Source: an optimization exercise on an open RTL-to-GDS flow (aim: small area and a short achievable clock period). Production flows keep margins and buffers that such runs may drop.
RTL that was checked went through simulation tests only; none was proved equivalent to the original.
For runs 1 and 2, only the layout was checked, not whether the RTL still works.
Power figures rest on the tool's default switching activity, not on a simulated workload.

==> design.v <==
module mic_pdm_core #(
  parameter int CLK_DIV = 4,
  parameter int DECIM   = 128,
  parameter int FIFO_AW = 9
) (
  input  logic        clk,
  input  logic        reset,
  input  logic        cs,
  input  logic        read,
  input  logic        write,
  input  logic [4:0]  addr,
  input  logic [31:0] wr_data,
  output logic [31:0] rd_data,
  output logic        mic_clk,
  input  logic        mic_data,
  output logic        mic_lrsel
);
  localparam int W     = $clog2(DECIM + 1);
  localparam int BW    = $clog2(DECIM);
  localparam int DW    = $clog2(CLK_DIV);
  localparam int DEPTH = 2 ** FIFO_AW;
  localparam int CW    = FIFO_AW + 1;
  localparam int NTAP  = 32;
  localparam int TAPSP = DEPTH / NTAP;
  localparam int QAW   = 4;
  localparam int QD    = 2 ** QAW;
  localparam logic [DW-1:0] DIV_LAST = DW'(CLK_DIV - 1);
  localparam logic [BW-1:0] BIT_LAST = BW'(DECIM - 1);
  logic          en;
  logic          clk_q;
  logic [DW-1:0] div;
  logic          sync1;
  logic          sync2;
  logic [BW-1:0] bit_cnt;
  logic [W-1:0]  ones_cnt;
  logic               ovf;
  logic [CW-1:0]      count;
  logic               empty_q;
  logic               full_q;
  logic [FIFO_AW-1:0] tidx;      
  logic [FIFO_AW-1:0] fpos;      
  logic [QAW:0]       qcnt;      
  logic [QAW-1:0]     qwp, qrp;
  logic [W-1:0]       qmem [QD];
  logic [FIFO_AW-1:0] ph;        
  logic [W-1:0]       tail_q;    
  logic [W-1:0]       h0_q;      
  logic [W-1:0]       h1_q;      
  logic [W-1:0]       ring [DEPTH];
  logic         sel_w;
  logic         pop_req;
  logic         ctl_wr;
  logic         clr_fifo;
  logic         clr_ovf;
  logic         wrap;
  logic         capture;
  logic         push;
  logic [W-1:0] sample;
  logic         do_pop;
  logic         do_push;
  logic         ovf_evt;
  logic [W-1:0] third;
  logic         ins;
  logic [CW-1:0] ahead;
  logic         f_exists, f_is_tail, f_at_tap;
  logic         fetch, deq, fadv;
  logic [W-1:0] fdata;
  logic         c_is0, c_is1, c_is2, c_is3;
  logic [CW-1:0] count_nx;
  logic         unused;
  assign unused    = &{1'b0, read, addr[4:2], wr_data[31:3]};
  assign mic_lrsel = 1'b0;
  assign mic_clk   = clk_q;
  assign sel_w    = cs & write;
  assign pop_req  = sel_w & (addr[1:0] == 2'd2);
  assign ctl_wr   = sel_w & (addr[1:0] == 2'd3);
  assign clr_fifo = ctl_wr & wr_data[1];
  assign clr_ovf  = ctl_wr & wr_data[2];
  always_ff @(posedge clk or posedge reset) begin
    if (reset) begin
      en <= 1'b0;
    end else if (ctl_wr) begin
      en <= wr_data[0];
    end
  end
  assign wrap    = en && (div == DIV_LAST);
  assign capture = wrap && clk_q;
  always_ff @(posedge clk or posedge reset) begin
    if (reset) begin
      div   <= '0;
      clk_q <= 1'b0;
    end else if (!en) begin
      div   <= '0;
      clk_q <= 1'b0;
    end else begin
      div <= div + DW'(1);
      if (wrap) clk_q <= ~clk_q;
    end
  end
  always_ff @(posedge clk or posedge reset) begin
    if (reset) begin
      sync1 <= 1'b0;
      sync2 <= 1'b0;
    end else begin
      sync1 <= mic_data;
      sync2 <= sync1;
    end
  end
  assign push   = capture && (bit_cnt == BIT_LAST);
  assign sample = ones_cnt + W'(sync2);
  always_ff @(posedge clk or posedge reset) begin
    if (reset) begin
      bit_cnt  <= '0;
      ones_cnt <= '0;
    end else if (!en) begin
      bit_cnt  <= '0;
      ones_cnt <= '0;
    end else if (capture) begin
      bit_cnt <= bit_cnt + BW'(1);
      if (bit_cnt == BIT_LAST) begin
        ones_cnt <= '0;
      end else begin
        ones_cnt <= sample;
      end
    end
  end
  assign do_pop  = pop_req & ~empty_q;
  assign do_push = push & (~full_q | do_pop);
  assign ovf_evt = push & full_q & ~do_pop;
  assign c_is0 = empty_q;
  assign c_is1 = (count == CW'(1));
  assign c_is2 = (count == CW'(2));
  assign c_is3 = (count == CW'(3));
  always_comb begin
    count_nx = count;
    if (clr_fifo) count_nx = '0;
    else if (do_push & ~do_pop) count_nx = count + CW'(1);
    else if (do_pop & ~do_push) count_nx = count - CW'(1);
  end
  always_ff @(posedge clk or posedge reset) begin
    if (reset) begin
      count   <= '0;
      empty_q <= 1'b1;
      full_q  <= 1'b0;
      tidx    <= '1;
      ph      <= '0;
    end else begin
      count   <= count_nx;
      empty_q <= (count_nx == '0);
      full_q  <= (count_nx == CW'(DEPTH));
      if (clr_fifo) begin
        tidx <= '1;
        ph   <= '0;
      end else begin
        if (do_push) tidx <= tidx + FIFO_AW'(1);
        ph <= ph + FIFO_AW'(1);
      end
    end
  end
  assign ins = (ph == tidx);
  always_ff @(posedge clk) begin
    ring[DEPTH-1] <= ins ? tail_q : ring[0];
    for (int p = 0; p < DEPTH - 1; p++) ring[p] <= ring[p+1];
  end
  always_ff @(posedge clk) begin
    if (do_push) tail_q <= sample;
  end
  assign ahead     = count - CW'(qcnt);
  assign f_exists  = (ahead >= CW'(3));
  assign f_is_tail = (ahead == CW'(3));
  assign f_at_tap  = (fpos[3:0] == 4'd0);
  assign fetch     = f_exists & (f_is_tail | f_at_tap) &
                     ((qcnt != (QAW+1)'(QD)) | do_pop) & ~clr_fifo;
  assign deq       = do_pop & ((qcnt != '0) | fetch);
  assign fadv      = fetch | (do_pop & (qcnt == '0));
  assign fdata     = f_is_tail ? tail_q : ring[TAPSP * fpos[8:4]];
  always_ff @(posedge clk) begin
    if (fetch) qmem[qwp] <= fdata;
  end
  always_ff @(posedge clk or posedge reset) begin
    if (reset) begin
      qcnt <= '0;
      qwp  <= '0;
      qrp  <= '0;
      fpos <= FIFO_AW'(2);
    end else if (clr_fifo) begin
      qcnt <= '0;
      qwp  <= '0;
      qrp  <= '0;
      fpos <= FIFO_AW'(2);
    end else begin
      qcnt <= qcnt + (QAW+1)'(fetch) - (QAW+1)'(deq);
      if (fetch) qwp <= qwp + QAW'(1);
      if (deq)   qrp <= qrp + QAW'(1);
      fpos <= fadv ? fpos : fpos - FIFO_AW'(1);
    end
  end
  assign third = c_is3 ? tail_q : qmem[qrp];
  always_ff @(posedge clk or posedge reset) begin
    if (reset) begin
      h0_q <= '0;
    end else if (clr_fifo) begin
      h0_q <= '0;
    end else if (do_pop) begin
      if (c_is1) h0_q <= do_push ? sample : '0;
      else       h0_q <= h1_q;
    end else if (do_push && c_is0) begin
      h0_q <= sample;
    end
  end
  always_ff @(posedge clk) begin
    if (do_pop) begin
      h1_q <= (c_is2 & do_push) ? sample : third;
    end else if (do_push && (c_is0 | c_is1)) begin
      h1_q <= sample;
    end
  end
  always_ff @(posedge clk or posedge reset) begin
    if (reset) begin
      ovf <= 1'b0;
    end else if (ovf_evt) begin
      ovf <= 1'b1;
    end else if (clr_ovf) begin
      ovf <= 1'b0;
    end
  end
  always_comb begin
    rd_data = '0;
    unique case (addr[1:0])
      2'd0: rd_data[W-1:0] = h0_q;
      2'd1: begin
        rd_data[0]            = empty_q;
        rd_data[1]            = full_q;
        rd_data[2]            = ovf;
        rd_data[3]            = en;
        rd_data[8+FIFO_AW:8]  = count;
      end
      default: rd_data[0] = en;
    endcase
  end
endmodule
==> run.sh <==
#!/bin/bash
# synth_recipe.tcl (not shown) runs the flow's synth.tcl, then flattens the netlist and writes it again
# the make line also repeats each setting of config.mk as NAME=value (left out here)
make -C /OpenROAD-flow-scripts/flow DESIGN_CONFIG=/design/flow/config.mk WORK_HOME=/design/flow/orfs CLKGATE_MAP_FILE= SYNTH_SCRIPT=/design/flow/synth_recipe.tcl finish
==> config.mk <==
export PLATFORM = sky130hd
export DESIGN_NAME = mic_pdm_core
export DESIGN_NICKNAME = mic_pdm_core
export VERILOG_FILES = /design/flow/design.v
export SDC_FILE = /design/flow/constraint.sdc
export NUM_CORES = 4
export LEC_CHECK = 0
export CAP_MARGIN = 20
export CORE_MARGIN = 2
export CORE_UTILIZATION = 55
export CTS_BUF_LIST = sky130_fd_sc_hd__clkbuf_8 sky130_fd_sc_hd__clkbuf_4
export CTS_CLUSTER_SIZE = 30
export SETUP_SLACK_MARGIN = 3.9
export SLEW_MARGIN = 20
==> constraint.sdc <==
create_clock -name core_clock -period 7.5 [get_ports {clk}]
set_input_delay 1.5000 -clock core_clock [delete_from_list [all_inputs] [get_ports {clk}]]
set_output_delay 1.5000 -clock core_clock [all_outputs]
set_load 0.01 [all_outputs]
==> impl_metrics.csv, run 1 <==
group,metric,value,unit
status,status,"timing/DRC/antenna clean",
clock_network,cts_max_level,6,
sta,slew_headroom,0.294,
power_and_ir_drop,pwr-share-comb,0.048,
sta,setup_viol,0,
power_and_ir_drop,power.internal,34.9,mW
place,routabilityCongestion,0.745,
sta,holdWs,0.267,ns
sta,slew_violations,0,
sta,period_minus_slack,3.85,ns
power_and_ir_drop,leakagePower,44.9,nW
power_and_ir_drop,swShare,0.213,
routing,antenna_left,0,
routing,dr.pass1.iters,4,
global_route,grt_max_degree,83,
worst_hold_path,worstHoldPathCells,0,
die,dieArea,175000,sq um
die,fp.dieH,418,um
clock_network,clockBufferDepth,4,
finish,drive_above_1_share,0.212,
setup_path,worst-setup-path-type,"reg -> reg",
synthesis,synth_edf_count,144,
setup_path,rr_startpoint,"count[0]",
sta,finClkSkew,0.0615,ns
routing,route.detailed.drc,0,
synthesis,synthArstFlopShare,0.0190,
synthesis,synth_area,94400,sq um
sta,rsz0062_at_grt,"yes",
global_route,grtUsageTotal,0.166,
worst_hold_path,min_path_type,"reg -> reg",
sta,finalCritPeriodShare,0.513,
synthesis,ys_seq_area_frac,0.936,
place,portBuffers,28,
clock_network,clk_pin_slew,0.06,ns
synthesis,synth_cell_types,71,
global_route,gr-total-overflow,0,
die,rows,152,
routing,viasPerCell,4.39,
setup_path,reg2reg_depth,17,
setup_path,r2r_end,"qcnt[4]",
routing,wl_per_cell,16.8,um
power_and_ir_drop,power.density,399,nW/um^2
sta,setup_slack,3.65,ns
finish,nets,5877,
setup_path,reg2reg_slack,3.65,ns
place,place_area,97700,sq um
finish,final_cell_count_no_fill,8495,
clock_network,cts_buffers,622,
synthesis,syn_avg_cell_area,18.4,sq um
setup_path,start_kind,"flop",
clock_network,cts.root.buffer_cell,"clkbuf_8",
sta,hold_violations,0,
job,drv_cap,0,
routing,wirelength,143000,um
synthesis,synth_seq_cells,4322,
power_and_ir_drop,netSwitchingPower,9.46,mW
place,placedCellCount,7378,
synthesis,ys.flop_type,"dfxtp_1",
global_route,grt_pass1_vias,37600,
place,place_hpwl,79600,um
sta,max_freq,260,MHz
synthesis,ys_warn_count,2,
setup_path,critPathCaptureType,"flop",
global_route,grt_pass1_wl,216000,um
die,die_x,418,um
clock_network,cts_tree,"built",
place,post-place-ws,2.60,ns
routing,drtIter0Drc,1779,
power_and_ir_drop,clkPwrFrac,0.418,
sta,tns,0,ns
worst_hold_path,whs_endpoint,"ring[464][6]",
clock_network,insertion_delay,1.03,ns
setup_path,arrival,4.78,ns
finish,stdcell_area,111000,sq um
setup_path,cp_data_required_time,8.43,ns
finish,areaGrowthSynthToFinish,17.7,%
setup_path,crit_fanout,4,
power_and_ir_drop,sequentialPowerShare,0.534,
clock_network,cts_num_sinks,4322,
worst_hold_path,hold_start,"ring[465][6]",
sta,worst_pin_slew,1.06,ns
routing,vias,37300,
die,initial_core_util,0.552,
synthesis,postSynthCellCount,5137,
power_and_ir_drop,max-vdd-ir-drop,0.000203,V
die,core_area,171000,sq um
die,pin_count,77,
global_route,antenna_found_initial,19,
clock_network,hold_buffers,0,
-- synth_stat cells, drive strengths merged, types with 7 or more instances --
| cell | n | area [sq um] |
|---|---|---|
| nand4 | 31 | 194 |
| nand3 | 36 | 180 |
| a22oi | 32 | 240 |
| mux2i | 9 | 90.1 |
| clkbuf | 18 | 67.6 |
| o32a | 8 | 80.1 |
| and2 | 35 | 219 |
| mux2 | 24 | 270 |
| nor2b | 7 | 43.8 |
| and3 | 19 | 119 |
| o21ai | 31 | 159 |
| inv | 26 | 97.6 |
| a22o | 43 | 377 |
| xor2 | 25 | 219 |
| or3 | 13 | 86.3 |
| a211oi | 8 | 60.1 |
| buf | 34 | 219 |
| dfstp | 11 | 289 |
| dfxtp | 4096 | 82000 |
| nor2 | 89 | 334 |
| a221oi | 42 | 368 |
| nand2b | 10 | 62.6 |
| edfxtp | 144 | 4320 |
| nor4 | 7 | 43.8 |
| xnor2 | 23 | 201 |
| nand2 | 59 | 226 |
| a21oi | 29 | 164 |
| ha | 28 | 350 |
| nor3 | 31 | 193 |
| dfrtp | 71 | 1780 |
| mux4 | 40 | 901 |
-- cell type report --
cell class / count / area (sq um)
antenna: 8 / 20.0
timing repair buffer: 80 / 719
clock inverter: 74 / 624
tap: 2233 / 2790
multi-input combinational: 752 / 6190
fill: 11900 / 60000
clock buffer: 1000 / 12300
inverter: 26 / 104
sequential: 4322 / 88400
-- repair_timing --
item | CTS | global route
buffers inserted | 18 | 15
setup endpoints to repair | 77 | 97
pin swaps | 10 | 11
endpoints found under the hold margin | 0 | 0
gates resized for setup | 118 | 38
cloned | 2 | 0
-- cells in the final DEF (no fill, tap or decap), types with 31 or more instances in the layout --
cell type  count
dfxtp_1     4096
clkbuf_8     774
clkbuf_4     226
edfxtp_1     144
dfrtp_1       62
nor2_1        57
nand2_1       55
a22o_1        43
clkinv_2      41
mux4_2        40
a221oi_1      40
buf_4         40
nand3_1       35
a22oi_1       32
nand4_1       31
-- flip-flops by register name, indices dropped and copies added (netlist names), 9 cells and up --
register	count
tidx	9
fpos	9
qmem	128
ring	4096
count	10
ph	9
-- kinds of logic after synthesis --
kind of cell / Yosys count / synth area share
buf+inv: 78 / 0.00407
flops: 4322 / 0.936
mux: 73 / 0.0134
simple gates: 357 / 0.0198
other cells: 1 / 0.0000397
fa+ha+maj: 30 / 0.00413
xor+xnor: 48 / 0.00445
compound gates: 228 / 0.0183
-- stage by stage --
| step | power, mW | util |
|---|---|---|
| floorplan | 25.3 | - |
| global placement | 26.1 | 0.571 |
| detailed placement | 26.1 | 0.571 |
| CTS | 44.8 | 0.648 |
| global route | 46.2 | 0.650 |
| finish | 44.4 | 0.650 |
-- power by group through the flow --
stage               Combinational [mW]  Sequential (mW)  Clock, mW
floorplan                         1.33             24.0          0
global placement                  1.92             24.2          0
detailed placement                1.96             24.2          0
CTS                               2.03             23.7       19.1
global route                      2.29             23.7       20.2
finish                            2.14             23.7       18.5
-- layer usage --
| layer | vias up | global-route usage | part of all wire |
|---|---|---|---|
| met1 | 18000 | 0.241 | 0.50 |
| met4 | 0 | 0.0794 | 0.034 |
| li1 | 18200 | - | - |
| met2 | 853 | 0.228 | 0.41 |
| met3 | 317 | 0.0473 | 0.055 |
| met5 | - | 0 | 0 |
-- worst max-delay path, cell delays in order, from the launching register on --
cell and delay [ns]:
dfrtp_2 0.39, clkinv_4 0.07, ha_4 0.16, fa_2 0.36, nand2b_4 0.16, a21oi_4 0.15
mux2_4 0.33, o221ai_4 0.22, a21oi_4 0.10, o31a_1 0.32, ha_1 0.28, inv_1 0.04
ha_2 0.17, fa_2 0.35, a21oi_2 0.14, nor2_1 0.06, or3_1 0.36, a21oi_2 0.13
-- worst max path at each step --
stage                     endpoint  cells after the start  startpoint  slack, ns
after floorplan            qcnt[4]                     19    count[0]       3.67
after global placement     qcnt[4]                     15     addr[1]       2.61
after detailed placement   qcnt[4]                     15     addr[1]       2.60
after CTS                  qcnt[4]                     16     qcnt[0]       3.68
after global routing       qcnt[4]                     19    count[0]       3.53
final                      qcnt[4]                     17    count[0]       3.65
==> run 2: changes to the inputs <==
--- a/config.mk
+++ b/config.mk
@@ -8,7 +8,5 @@
 export CAP_MARGIN = 20
 export CORE_MARGIN = 2
 export CORE_UTILIZATION = 55
-export CTS_BUF_LIST = sky130_fd_sc_hd__clkbuf_8 sky130_fd_sc_hd__clkbuf_4
-export CTS_CLUSTER_SIZE = 30
 export SETUP_SLACK_MARGIN = 3.9
 export SLEW_MARGIN = 20
==> run 2 against run 1 <==
Effect of this change: power rose by 1.9%; core utilization down 0.073 points; still clean; sequential cell count stayed put; fmax about the same; combinational power about the same; worst setup slack got worse by 0.0015 ns; cell count fell by 4.6%.
==> impl_metrics.csv, run 2 <==
group,metric,value,unit
status,status,"timing/DRC/antenna clean",
synthesis,yosysTopAreaCellShare,0.868,
setup_path,arrival,4.69,ns
global_route,grtUsageTotal,0.163,
synthesis,yosysTopAreaCell,"dfxtp_1",
power_and_ir_drop,swShare,0.209,
clock_network,hold_buffers,0,
synthesis,synth_cell_types,71,
routing,antenna_left,0,
clock_network,cts_num_sinks,4322,
place,place_hpwl,79600,um
power_and_ir_drop,netSwitchingPower,9.43,mW
setup_path,worst-setup-path-type,"reg -> reg",
power_and_ir_drop,max-vdd-ir-drop,0.000243,V
die,rows,152,
finish,nets,5641,
routing,viasPerCell,4.46,
sta,slew_violations,0,
place,portBuffers,28,
synthesis,postSynthCellCount,5137,
synthesis,ys.flop_type,"dfxtp_1",
global_route,grt_max_degree,83,
power_and_ir_drop,power.internal,35.8,mW
clock_network,insertion_delay,0.93,ns
synthesis,ys_warn_count,2,
routing,route.detailed.drc,0,
sta,finalCritPeriodShare,0.513,
global_route,grt_pass1_vias,35700,
synthesis,ys_top_cells_by_area,"dfxtp_1, edfxtp_1, dfrtp_1, mux4_2, a22o_1",
finish,areaGrowthSynthToFinish,17.6,%
power_and_ir_drop,clkPwrFrac,0.429,
synthesis,synth_common_cells,"dfxtp_1, edfxtp_1, nor2_1",
die,core_area,171000,sq um
sta,rsz0062_at_grt,"yes",
die,fp.dieH,418,um
die,dieArea,175000,sq um
routing,vias,36100,
synthesis,synthArstFlopShare,0.0190,
clock_network,cts.root.buffer_cell,"clkbuf_16",
sta,finClkSkew,0.0608,ns
sta,worst_pin_slew,1.06,ns
die,die_x,418,um
setup_path,crit_fanout,4,
finish,mostFrequentLayoutCells,"dfxtp_1, clkbuf_16, edfxtp_1, clkinv_2, clkbuf_8",
power_and_ir_drop,power,45.2,mW
job,drv_cap,0,
finish,reg_top3,"ring (4096), qmem (128), count (10)",
power_and_ir_drop,power.density,407,nW/um^2
synthesis,syn_avg_cell_area,18.4,sq um
clock_network,cts_max_level,5,
finish,final_util,0.649,
routing,drtIter0Drc,2030,
finish,stdcell_area,111000,sq um
synthesis,synth_area,94400,sq um
sta,period_minus_slack,3.85,ns
finish,largest_reg_flops,4096,
die,initial_core_util,0.552,
synthesis,synth_edf_count,144,
synthesis,ys_seq_area_frac,0.936,
setup_path,start_kind,"flop",
finish,drive_above_1_share,0.148,
routing,dr.pass1.iters,5,
routing,wirelength,142000,um
sta,hold_violations,0,
place,routabilityCongestion,0.745,
power_and_ir_drop,pwr-share-comb,0.047,
setup_path,cp_data_required_time,8.34,ns
sta,tns,0,ns
clock_network,cts_buffers,388,
global_route,gr-total-overflow,0,
power_and_ir_drop,leakagePower,44.4,nW
clock_network,clk_pin_slew,0.06,ns
global_route,grt_pass1_wl,213000,um
worst_hold_path,min_path_type,"reg -> reg",
sta,setup_viol,0,
synthesis,synth_seq_cells,4322,
synthesis,yosysMostFrequentCell,"dfxtp_1",
power_and_ir_drop,sequentialPowerShare,0.524,
sta,max_freq,260,MHz
routing,wl_per_cell,17.5,um
place,place_area,97700,sq um
die,pin_count,77,
clock_network,cts_tree,"built",
sta,slew_headroom,0.293,
finish,layout_commonest_cell,"dfxtp_1",
clock_network,clockBufferDepth,4,
global_route,antenna_found_initial,15,
finish,top_register,"ring",
setup_path,critPathCaptureType,"flop",
==> run 2: cell counts after synthesis <==
No cell type changed its count.
==> run 2: cell type report <==
| type | count | area [sq um] |
|---|---|---|
| sequential | 4322 | 88400 |
| fill | 11800 | 60100 |
| clock buffer | 539 | 11300 |
| multi-input combinational | 752 | 6200 |
| tap | 2233 | 2790 |
| clock inverter | 148 | 1560 |
| timing repair buffer | 78 | 707 |
| inverter | 26 | 104 |
| antenna | 5 | 12.5 |
==> run 2: worst max-delay path, stage by stage, from the launching register on <==
cell and delay (ns):
dfrtp_2 0.39, clkinv_4 0.07, ha_4 0.17, fa_2 0.36, nand2b_4 0.16, a21oi_4 0.16, mux2_4 0.19, o221ai_4 0.13
and2_4 0.22, buf_6 0.11, o31a_1 0.33, ha_4 0.29, inv_2 0.04, ha_4 0.15, fa_2 0.35, a21oi_2 0.12
nor2_1 0.05, or3_1 0.36, a21oi_2 0.15
==> run 2: power groups by stage <==
stage / clock (mW) / combinational [mW] / sequential, mW
after global routing: 20.8 / 2.28 / 23.7
after detailed placement: 0 / 1.96 / 24.2
after floorplan: 0 / 1.33 / 24.0
after CTS: 19.9 / 2.03 / 23.7
after global placement: 0 / 1.92 / 24.2
final: 19.4 / 2.13 / 23.7
==> run 2: final timing paths <==
check,from,slack [ns],endpoint,cells past startpoint
setup / recovery,count[0],3.65,qcnt[4],18
hold / removal,ring[149][1],0.28,ring[148][1],0
setup reg to reg,count[0],3.65,qcnt[4],18
hold reg to reg,ring[149][1],0.28,ring[148][1],0
max in group asynchronous,reset,5.79,qrp[0],3
min in group asynchronous,reset,1.12,count[7],3
==> run 2: layer usage <==
layer / vias up / track usage / part of all wire
li1: 17600 / - / -
met1: 17500 / 0.244 / 0.51
met2: 663 / 0.231 / 0.41
met3: 323 / 0.0359 / 0.044
met4: 0 / 0.0687 / 0.035
met5: - / 0 / 0
==> run 2: through the flow <==
stage                     instances  setup slack [ns]  hold slack [ns]
final                          8103              3.65            0.283
after global routing           8098              3.52            0.281
after CTS                      8085              3.69            0.276
after detailed placement       7378              2.60            0.312
after global placement         7378              2.61            0.310
after floorplan                5151              3.67            0.310
==> run 2: logic make-up after synthesis <==
kind of cell / after synthesis / share of synthesized area
AOI/OAI and AO/OA: 228 / 0.0183
xor gates and xnor gates: 48 / 0.00445
adders and majority gates: 30 / 0.00413
buffers and inverters: 78 / 0.00407
DFF: 4322 / 0.936
muxes: 73 / 0.0134
other: 1 / 0.0000397
and+or+nand+nor: 357 / 0.0198
==> run 2: repair_timing <==
action / in CTS / in global routing
resized for setup: 108 / 44
cloned: 2 / 0
pin swaps: 11 / 7
endpoints found under the setup margin: 70 / 100
buffers inserted: 18 / 13
==> run 3: changes to the inputs <==
--- a/design.v
+++ b/design.v
@@ -22,8 +22,6 @@
   localparam int CW    = FIFO_AW + 1;
   localparam int NTAP  = 32;
   localparam int TAPSP = DEPTH / NTAP;
-  localparam int QAW   = 4;
-  localparam int QD    = 2 ** QAW;
   localparam logic [DW-1:0] DIV_LAST = DW'(CLK_DIV - 1);
   localparam logic [BW-1:0] BIT_LAST = BW'(DECIM - 1);
   logic          en;
@@ -37,16 +35,17 @@
   logic [CW-1:0]      count;
   logic               empty_q;
   logic               full_q;
+  logic [FIFO_AW-1:0] xidx;      
   logic [FIFO_AW-1:0] tidx;      
-  logic [FIFO_AW-1:0] fpos;      
-  logic [QAW:0]       qcnt;      
-  logic [QAW-1:0]     qwp, qrp;
-  logic [W-1:0]       qmem [QD];
   logic [FIFO_AW-1:0] ph;        
   logic [W-1:0]       tail_q;    
   logic [W-1:0]       h0_q;      
   logic [W-1:0]       h1_q;      
   logic [W-1:0]       ring [DEPTH];
+  logic [W-1:0]       buf0 [NTAP];
+  logic [W-1:0]       buf1 [NTAP];
+  logic [4:0]         rot0, rot1;    
+  logic [5:0]         bsel;          
   logic         sel_w;
   logic         pop_req;
   logic         ctl_wr;
@@ -59,12 +58,15 @@
   logic         do_pop;
   logic         do_push;
   logic         ovf_evt;
+  logic [W-1:0] buf_rd;
   logic [W-1:0] third;
   logic         ins;
-  logic [CW-1:0] ahead;
-  logic         f_exists, f_is_tail, f_at_tap;
-  logic         fetch, deq, fadv;
-  logic [W-1:0] fdata;
+  logic         ld0, ld1;
+  logic [3:0]   tgt0, tgt1;
+  logic [3:0]   blk_nx;
+  logic [4:0]   rot0_nx, rot1_nx;
+  logic [FIFO_AW-1:0] xidx_inc;
+  logic [5:0]   bsel_a, bsel_b;
   logic         c_is0, c_is1, c_is2, c_is3;
   logic [CW-1:0] count_nx;
   logic         unused;
@@ -142,22 +144,26 @@
       count   <= '0;
       empty_q <= 1'b1;
       full_q  <= 1'b0;
+      xidx    <= FIFO_AW'(2);
       tidx    <= '1;
-      ph      <= '0;
     end else begin
       count   <= count_nx;
       empty_q <= (count_nx == '0);
       full_q  <= (count_nx == CW'(DEPTH));
       if (clr_fifo) begin
+        xidx <= FIFO_AW'(2);
         tidx <= '1;
-        ph   <= '0;
       end else begin
+        if (do_pop)  xidx <= xidx + FIFO_AW'(1);
         if (do_push) tidx <= tidx + FIFO_AW'(1);
-        ph <= ph + FIFO_AW'(1);
       end
     end
   end
-  assign ins = (ph == tidx);
+  always_ff @(posedge clk or posedge reset) begin
+    if (reset) ph <= '0;
+    else       ph <= ph + FIFO_AW'(1);
+  end
+  assign ins = (ph == {tidx[4:0], tidx[8:5]});
   always_ff @(posedge clk) begin
     ring[DEPTH-1] <= ins ? tail_q : ring[0];
     for (int p = 0; p < DEPTH - 1; p++) ring[p] <= ring[p+1];
@@ -165,37 +171,42 @@
   always_ff @(posedge clk) begin
     if (do_push) tail_q <= sample;
   end
-  assign ahead     = count - CW'(qcnt);
-  assign f_exists  = (ahead >= CW'(3));
-  assign f_is_tail = (ahead == CW'(3));
-  assign f_at_tap  = (fpos[3:0] == 4'd0);
-  assign fetch     = f_exists & (f_is_tail | f_at_tap) &
-                     ((qcnt != (QAW+1)'(QD)) | do_pop) & ~clr_fifo;
-  assign deq       = do_pop & ((qcnt != '0) | fetch);
-  assign fadv      = fetch | (do_pop & (qcnt == '0));
-  assign fdata     = f_is_tail ? tail_q : ring[TAPSP * fpos[8:4]];
-  always_ff @(posedge clk) begin
-    if (fetch) qmem[qwp] <= fdata;
-  end
-  always_ff @(posedge clk or posedge reset) begin
-    if (reset) begin
-      qcnt <= '0;
-      qwp  <= '0;
-      qrp  <= '0;
-      fpos <= FIFO_AW'(2);
+  assign blk_nx = xidx[8:5] + 4'd1;
+  assign tgt0   = xidx[5] ? blk_nx : xidx[8:5];
+  assign tgt1   = xidx[5] ? xidx[8:5] : blk_nx;
+  assign ld0    = (ph[3:0] == tgt0);
+  assign ld1    = (ph[3:0] == tgt1);
+  always_ff @(posedge clk) begin
+    for (int j = 0; j < NTAP; j++) begin
+      if (ld0) buf0[j] <= ring[TAPSP*j];
+      if (ld1) buf1[j] <= ring[TAPSP*j];
+    end
+  end
+  assign rot0_nx = ld0 ? ph[8:4] : rot0;
+  assign rot1_nx = ld1 ? ph[8:4] : rot1;
+  always_ff @(posedge clk or posedge reset) begin
+    if (reset) begin
+      rot0 <= '0;
+      rot1 <= '0;
+    end else begin
+      rot0 <= rot0_nx;
+      rot1 <= rot1_nx;
+    end
+  end
+  assign xidx_inc = xidx + FIFO_AW'(1);
+  assign bsel_a = {xidx[5], xidx[4:0] - (xidx[5] ? rot1_nx : rot0_nx)};
+  assign bsel_b = {xidx_inc[5], xidx_inc[4:0] - (xidx_inc[5] ? rot1_nx : rot0_nx)};
+  always_ff @(posedge clk or posedge reset) begin
+    if (reset) begin
+      bsel <= '0;
     end else if (clr_fifo) begin
-      qcnt <= '0;
-      qwp  <= '0;
-      qrp  <= '0;
-      fpos <= FIFO_AW'(2);
-    end else begin
-      qcnt <= qcnt + (QAW+1)'(fetch) - (QAW+1)'(deq);
-      if (fetch) qwp <= qwp + QAW'(1);
-      if (deq)   qrp <= qrp + QAW'(1);
-      fpos <= fadv ? fpos : fpos - FIFO_AW'(1);
-    end
-  end
-  assign third = c_is3 ? tail_q : qmem[qrp];
+      bsel <= {1'b0, 5'd2 - rot0_nx};
+    end else begin
+      bsel <= do_pop ? bsel_b : bsel_a;
+    end
+  end
+  assign buf_rd = bsel[5] ? buf1[bsel[4:0]] : buf0[bsel[4:0]];
+  assign third = c_is3 ? tail_q : buf_rd;
   always_ff @(posedge clk or posedge reset) begin
     if (reset) begin
       h0_q <= '0;
--- a/config.mk
+++ b/config.mk
@@ -7,6 +7,6 @@
 export LEC_CHECK = 0
 export CAP_MARGIN = 20
 export CORE_MARGIN = 2
-export CORE_UTILIZATION = 55
-export SETUP_SLACK_MARGIN = 3.9
+export CORE_UTILIZATION = 50
+export SETUP_SLACK_MARGIN = 3.6
 export SLEW_MARGIN = 20
==> run 3 against run 2 <==
Effect of this change: critical path depth is 13 lower; die area is 25% higher; count of clock-buffer cells in the layout up 98; design area rose by 13%; sequential share of layout area rose by 0.13 points; core utilization fell by 5.9 points; sequential cell count is 387 higher; worst hold slack lost 0.037 ns; power increased by 8.5%; largest cell class unchanged; highest routed layer unchanged.
==> impl_metrics.csv, run 3 <==
group,metric,value,unit
finish,mostFrequentLayoutCells,"dfxtp_1, edfxtp_1, clkbuf_16, a22oi_1, clkbuf_8",
synthesis,ys_top_cells_by_area,"dfxtp_1, edfxtp_1, dfrtp_1, a22oi_1, mux2i_1",
synthesis,synth_edf_count,528,
finish,nets,6300,
sta,rsz0062_at_grt,"yes",
global_route,grt_pass1_vias,41700,
setup_path,worst-setup-path-type,"in -> out",
synthesis,ys.flop_type,"dfxtp_1",
global_route,antenna_found_initial,35,
status,status,"timing/DRC/antenna clean",
sta,period_minus_slack,3.83,ns
synthesis,yosysTopAreaCell,"dfxtp_1",
clock_network,cts_tree,"built",
sta,slew_headroom,0.315,
routing,viasPerCell,4.52,
finish,reg_top3,"ring (4096), buf0 (256), buf1 (256)",
clock_network,cts_max_level,5,
synthesis,ys_warn_count,4,
power_and_ir_drop,power,49.0,mW
finish,drive_above_1_share,0.127,
clock_network,cts_num_sinks,4709,
global_route,grtUsageTotal,0.162,
clock_network,clk_pin_slew,0.06,ns
setup_path,critPathCaptureType,"output port",
clock_network,clockBufferDepth,4,
routing,wirelength,176000,um
setup_path,critical_path.cell_chain,"clkbuf_4 -> nor2b_4 -> buf_4 -> and2_1 -> dlygate4sd2_1",
place,place_area,111000,sq um
synthesis,synth_common_cells,"dfxtp_1, edfxtp_1, a22oi_1",
setup_path,crit_fanout,9,
place,place_hpwl,106000,um
synthesis,yosysMostFrequentCell,"dfxtp_1",
setup_path,critPathSlowestCell,"dlygate4sd2_1",
sta,slew_violations,0,
global_route,gr-total-overflow,0,
sta,tns,0,ns
sta,max_freq,261,MHz
synthesis,synthArstFlopShare,0.0181,
finish,top_register,"ring",
finish,num-fill-cells,15400,
die,dieArea,218000,sq um
clock_network,cts.root.buffer_cell,"clkbuf_16",
routing,vias,42500,
setup_path,cpPeakStageDelay,0.27,ns
synthesis,synth_seq_cells,4709,
global_route,grt_max_degree,146,
global_route,grt_pass1_wl,261000,um
setup_path,cp.buffers_inverters,3,
finish,largest_reg_flops,4096,
die,initial_core_util,0.504,
synthesis,synth_area,107000,sq um
finish,stdcell_area,125000,sq um
sta,finalCritPeriodShare,0.511,
routing,antenna_left,0,
sta,worst_pin_slew,1.03,ns
power_and_ir_drop,max-vdd-ir-drop,0.000258,V
place,portBuffers,28,
synthesis,ys_seq_area_frac,0.934,
clock_network,hold_buffers,0,
routing,drtIter0Drc,3644,
die,fp.dieH,467,um
sta,setup_viol,0,
place,placedCellCount,8626,
synthesis,yosysTopAreaCellShare,0.766,
synthesis,postSynthCellCount,5794,
sta,holdWs,0.246,ns
clock_network,insertion_delay,0.96,ns
worst_hold_path,min_path_type,"reg -> reg",
die,core_area,213000,sq um
synthesis,synth_cell_types,83,
clock_network,cts_buffers,423,
die,rows,169,
synthesis,syn_avg_cell_area,18.5,sq um
routing,route.detailed.drc,0,
routing,dr.pass1.iters,7,
die,pin_count,77,
setup_path,cp_data_required_time,6.00,ns
sta,hold_violations,0,
finish,areaGrowthSynthToFinish,17.1,%
finish,final_util,0.590,
power_and_ir_drop,leakagePower,49.2,nW
power_and_ir_drop,power.density,391,nW/um^2
place,post-place-ws,2.56,ns
sta,finClkSkew,0.0866,ns
die,die_x,467,um
finish,final_cell_count_no_fill,9405,
routing,wl_per_cell,18.8,um
job,drv_cap,0,
setup_path,arrival,2.33,ns
sta,setup_slack,3.67,ns
setup_path,cpLargestDelayFamily,"buffers and inverters",
setup_path,start_kind,"primary input",
finish,layout_commonest_cell,"dfxtp_1",
place,routabilityCongestion,0.840,
## run 3: cell type report
class | count | area, sq um | area share
clock inverters | 121 | 1350 | 0.0107
flip-flops and latches | 4709 | 100000 | 0.797
diodes | 17 | 42.5 | 0.000339
multi-input cells | 975 | 6790 | 0.0541
inverters | 31 | 125 | 0.000997
clock buffers | 637 | 12800 | 0.102
repair buffers | 94 | 810 | 0.00645
well taps | 2821 | 3530 | 0.0281
## run 3: per-layer routing
layer  global-route usage  wire, um
met4               0.0612      5650
met2                0.233     74000
met5                    0         0
met1                0.237     84800
met3               0.0400     11900
## run 3: worst reg2reg max path, stage by stage, from the launching register on
cell and delay [ns]:
dfrtp_1 0.45, buf_4 0.46, and3b_1 0.49, and3_1 0.28, a2111oi_0 0.75, nand3_1 0.19, nor4_2 0.58, nor2_1 0.12
o31a_1 0.27
## run 3: path summary, 6_finish.rpt
check                      slack [ns]  depth (start not counted)            to          from
setup / recovery                 3.67                          5   rd_data[16]       addr[1]
hold / removal                   0.25                          0  ring[261][5]  ring[262][5]
setup reg to reg                 3.71                          8       h1_q[6]       bsel[1]
hold reg to reg                  0.25                          0  ring[261][5]  ring[262][5]
max in group asynchronous        5.33                          3       xidx[5]         reset
min in group asynchronous        0.88                          2           ovf         reset
## run 3: timing repair
item	in CTS	in global routing
pin swaps	1	1
endpoints found under the setup margin	27	8
resized for setup	46	13
setup buffers	3	0
gates cloned	1	0
## run 3: power breakdown
group / internal (mW) / switching, mW / leakage [nW]
combinational: 0.631 / 1.51 / 3.16
sequential: 25.5 / 0.149 / 39.0
clock: 12.6 / 8.68 / 6.98
total: 38.7 / 10.3 / 49.2
## run 3: kinds of logic (layout without fill, tap and decap cells)
group                      Yosys count  in the layout  share of synthesized area
and+or+nand+nor                    440            441                     0.0216
buffers and inverters              125            883                    0.00557
xor gates and xnor gates            65             65                    0.00531
AOI/OAI and AO/OA                  369            369                     0.0251
DFF                               4709           4709                      0.934
other                                1             32                  0.0000350
adders and majority gates           23             23                    0.00283
muxes                               62             62                    0.00609
==> run 4: changes to the inputs <==
--- a/config.mk
+++ b/config.mk
@@ -5,8 +5,9 @@
 export SDC_FILE = /design/flow/constraint.sdc
 export NUM_CORES = 4
 export LEC_CHECK = 0
+export ABC_CLOCK_PERIOD_IN_PS = 4000
 export CAP_MARGIN = 20
 export CORE_MARGIN = 2
-export CORE_UTILIZATION = 50
-export SETUP_SLACK_MARGIN = 3.6
+export CORE_UTILIZATION = 40
+export SETUP_SLACK_MARGIN = 3.0
 export SLEW_MARGIN = 20
==> run 4 against run 3 <==
Effect of this change: largest cell class unchanged; register-to-register slack worse by 0.51 ns; design area up 0.60%; sequential power about the same; count of clock-buffer cells in the layout down 35; power about the same; highest routed layer is now met5; synthesized area unchanged; clock skew about the same; clock power about the same; die area up 25%; first-iteration DRC count down 4.9%; still clean on timing, DRC and antenna.
==> impl_metrics.csv, run 4 <==
group,metric,value,unit
clock_network,clockBufferDepth,4,
sta,slew_violations,0,
worst_hold_path,min_path_type,"reg -> reg",
synthesis,synthArstFlopShare,0.0181,
global_route,grt_pass1_wl,259000,um
global_route,antenna_found_initial,29,
die,fp.dieH,521,um
status,status,"timing/DRC/antenna clean",
finish,layout_commonest_cell,"dfxtp_1",
finish,drive_above_1_share,0.124,
finish,largest_reg_flops,4096,
finish,final_cell_count_no_fill,10100,
synthesis,yosysMostFrequentCell,"dfxtp_1",
setup_path,critical_path.cell_chain,"buf_4 -> or3_1 -> nor2_1 -> buf_4 -> a22oi_1 -> nand4_1 -> a221oi_1 -> a21oi_1 -> a221o_1",
routing,wl_per_cell,17.3,um
synthesis,synth_cell_types,83,
finish,top_register,"ring",
sta,slew_headroom,0.226,
place,routabilityCongestion,0.827,
synthesis,ys.flop_type,"dfxtp_1",
clock_network,cts_tree,"built",
finish,reg_top3,"ring (4096), buf0 (256), buf1 (256)",
clock_network,hold_buffers,0,
setup_path,worst-setup-path-type,"reg -> reg",
synthesis,postSynthCellCount,5794,
routing,viasPerCell,4.22,
routing,antenna_left,0,
setup_path,crit_path_frequent_cell,"buf_4",
routing,drtIter0Drc,3466,
setup_path,critPathSlowestCell,"a221oi_1",
die,core_area,266000,sq um
sta,holdWs,0.256,ns
setup_path,cp.buffers_inverters,2,
place,place_hpwl,106000,um
place,post-place-ws,2.57,ns
power_and_ir_drop,power.density,389,nW/um^2
place,portBuffers,28,
power_and_ir_drop,max-vdd-ir-drop,0.000252,V
sta,rsz0062_at_grt,"no",
setup_path,cp_data_required_time,8.23,ns
finish,nets,6288,
sta,max_freq,233,MHz
routing,dr.pass1.iters,6,
clock_network,cts_num_sinks,4709,
synthesis,synth_area,107000,sq um
global_route,gr-total-overflow,0,
routing,wirelength,174000,um
synthesis,ys_top_cells_by_area,"dfxtp_1, edfxtp_1, dfrtp_1, a22oi_1, mux2i_1",
synthesis,synth_common_cells,"dfxtp_1, edfxtp_1, a22oi_1",
routing,route.detailed.drc,0,
power_and_ir_drop,leakagePower,49.1,nW
clock_network,insertion_delay,0.96,ns
clock_network,cts_buffers,419,
job,drv_cap,0,
die,die_x,521,um
synthesis,ys_warn_count,4,
die,dieArea,272000,sq um
setup_path,crit_fanout,23,
die,initial_core_util,0.403,
place,placedCellCount,9334,
clock_network,post-cts-setup-buffers,0,
sta,setup_viol,0,
finish,areaGrowthSynthToFinish,17.8,%
sta,setup_slack,3.20,ns
setup_path,arrival,5.03,ns
clock_network,cts_max_level,5,
setup_path,cpLargestDelayFamily,"compound AO/OA/AOI/OAI gates",
synthesis,yosysTopAreaCellShare,0.766,
synthesis,yosysTopAreaCell,"dfxtp_1",
sta,hold_violations,0,
global_route,grtUsageTotal,0.127,
sta,period_minus_slack,4.30,ns
synthesis,ys_seq_area_frac,0.934,
setup_path,cpPeakStageDelay,0.83,ns
routing,vias,42600,
setup_path,critPathCaptureType,"flop",
die,rows,189,
sta,tns,0,ns
finish,mostFrequentLayoutCells,"dfxtp_1, edfxtp_1, clkbuf_16, a22oi_1, nand2_1",
global_route,grt_max_degree,155,
synthesis,synth_edf_count,528,
sta,finClkSkew,0.0867,ns
synthesis,synth_seq_cells,4709,
die,pin_count,77,
synthesis,syn_avg_cell_area,18.5,sq um
global_route,grt_pass1_vias,42200,
clock_network,cts.root.buffer_cell,"clkbuf_16",
clock_network,clk_pin_slew,0.06,ns
setup_path,start_kind,"flop",
sta,finalCritPeriodShare,0.573,
sta,worst_pin_slew,1.16,ns
==> run 4: kinds of logic after synthesis <==
kind of cell               count (synthesis)  synth area share
xor gates and xnor gates                  65           0.00531
DFF                                     4709             0.934
other                                      1         0.0000350
AOI/OAI and AO/OA                        369            0.0251
buffers and inverters                    125           0.00557
muxes                                     62           0.00609
adders and majority gates                 23           0.00283
and+or+nand+nor                          440            0.0216
==> run 4: cell type report <==
type,instances,area (sq um)
clock inverters,145,1710
multi-input cells,974,6690
fillers,22000,140000
repair buffers,87,742
inverters,31,125
clock buffers,602,12500
diodes,7,17.5
well taps,3533,4420
flip-flops and latches,4709,100000
==> run 4: worst paths after layout <==
path | from | endpoint | slack (ns) | depth (start not counted)
max | bsel[3] | h1_q[7] | 3.20 | 9
min | ring[425][0] | ring[424][0] | 0.26 | 0
max reg2reg | bsel[3] | h1_q[7] | 3.20 | 9
min reg2reg | ring[425][0] | ring[424][0] | 0.26 | 0
max in group asynchronous | reset | bsel[4] | 5.35 | 3
min in group asynchronous | reset | h0_q[6] | 0.90 | 2
==> run 4: power breakdown <==
part | switching, mW | total, mW | internal [mW]
clock network | 8.69 | 21.4 | 12.7
logic | 1.46 | 2.07 | 0.610
registers | 0.138 | 25.6 | 25.5
==> run 4: per-layer routing <==
metal | track usage | vias to the layer above | wire, um
met5 | 0 | - | 7
met4 | 0.0507 | 2 | 5540
met3 | 0.0362 | 383 | 12800
met2 | 0.184 | 1304 | 72900
met1 | 0.181 | 20600 | 83100
li1 | - | 20200 | -
==> run 4: metrics by stage <==
stage | cell area (sq um) | power [mW] | util
after floorplan | 107000 | 27.2 | -
after global placement | 112000 | 28.2 | 0.421
after detailed placement | 112000 | 28.2 | 0.421
after CTS | 126000 | 49.6 | 0.475
after global routing | 126000 | 50.7 | 0.475
final | 126000 | 49.1 | 0.475
==> run 4: what timing repair did <==
item / 4_1_cts / 5_1_grt
gates resized for setup: 6 / 1
setup endpoints to repair: 18 / 11
cloned: 0 / 0

afterwards: timing with drivers on the ports:
No port has a modelled driver above. Below, the same layouts with a new extraction and two added sets of constraints. Step 1, drivers: a clkbuf_16 drives clk and a buf_2 each remaining input, both assumed. Step 2 also shifts input and output timing later by t, the mid clock arrival at the registers, as if the neighbouring blocks saw the same clock. Slacks: ideal ports / drivers / drivers and shift; pairs: ideal ports / drivers.
| run | shift t [ns] | setup slack, ns | latest minus earliest clock arrival (ns) | worst data-port slew with drivers (ns) |
|---|---|---|---|---|
| run 1 | 1.083 | 3.653 / 3.653 / 3.045 | 0.063 / 0.063 | 0.13 |
| run 2 | 0.978 | 3.651 / 3.651 / 2.984 | 0.067 / 0.067 | 0.14 |
| run 3 | 1.012 | 3.668 / 3.634 / 2.986 | 0.101 / 0.101 | 0.04 |
| run 4 | 1.016 | 3.200 / 3.200 / 2.985 | 0.125 / 0.125 | 0.04 |
After both steps setup and hold are still met in every run listed. For run 3, which loses most, drivers alone change the setup slack by -0.034 ns; drivers and shift together by -0.682 ns.
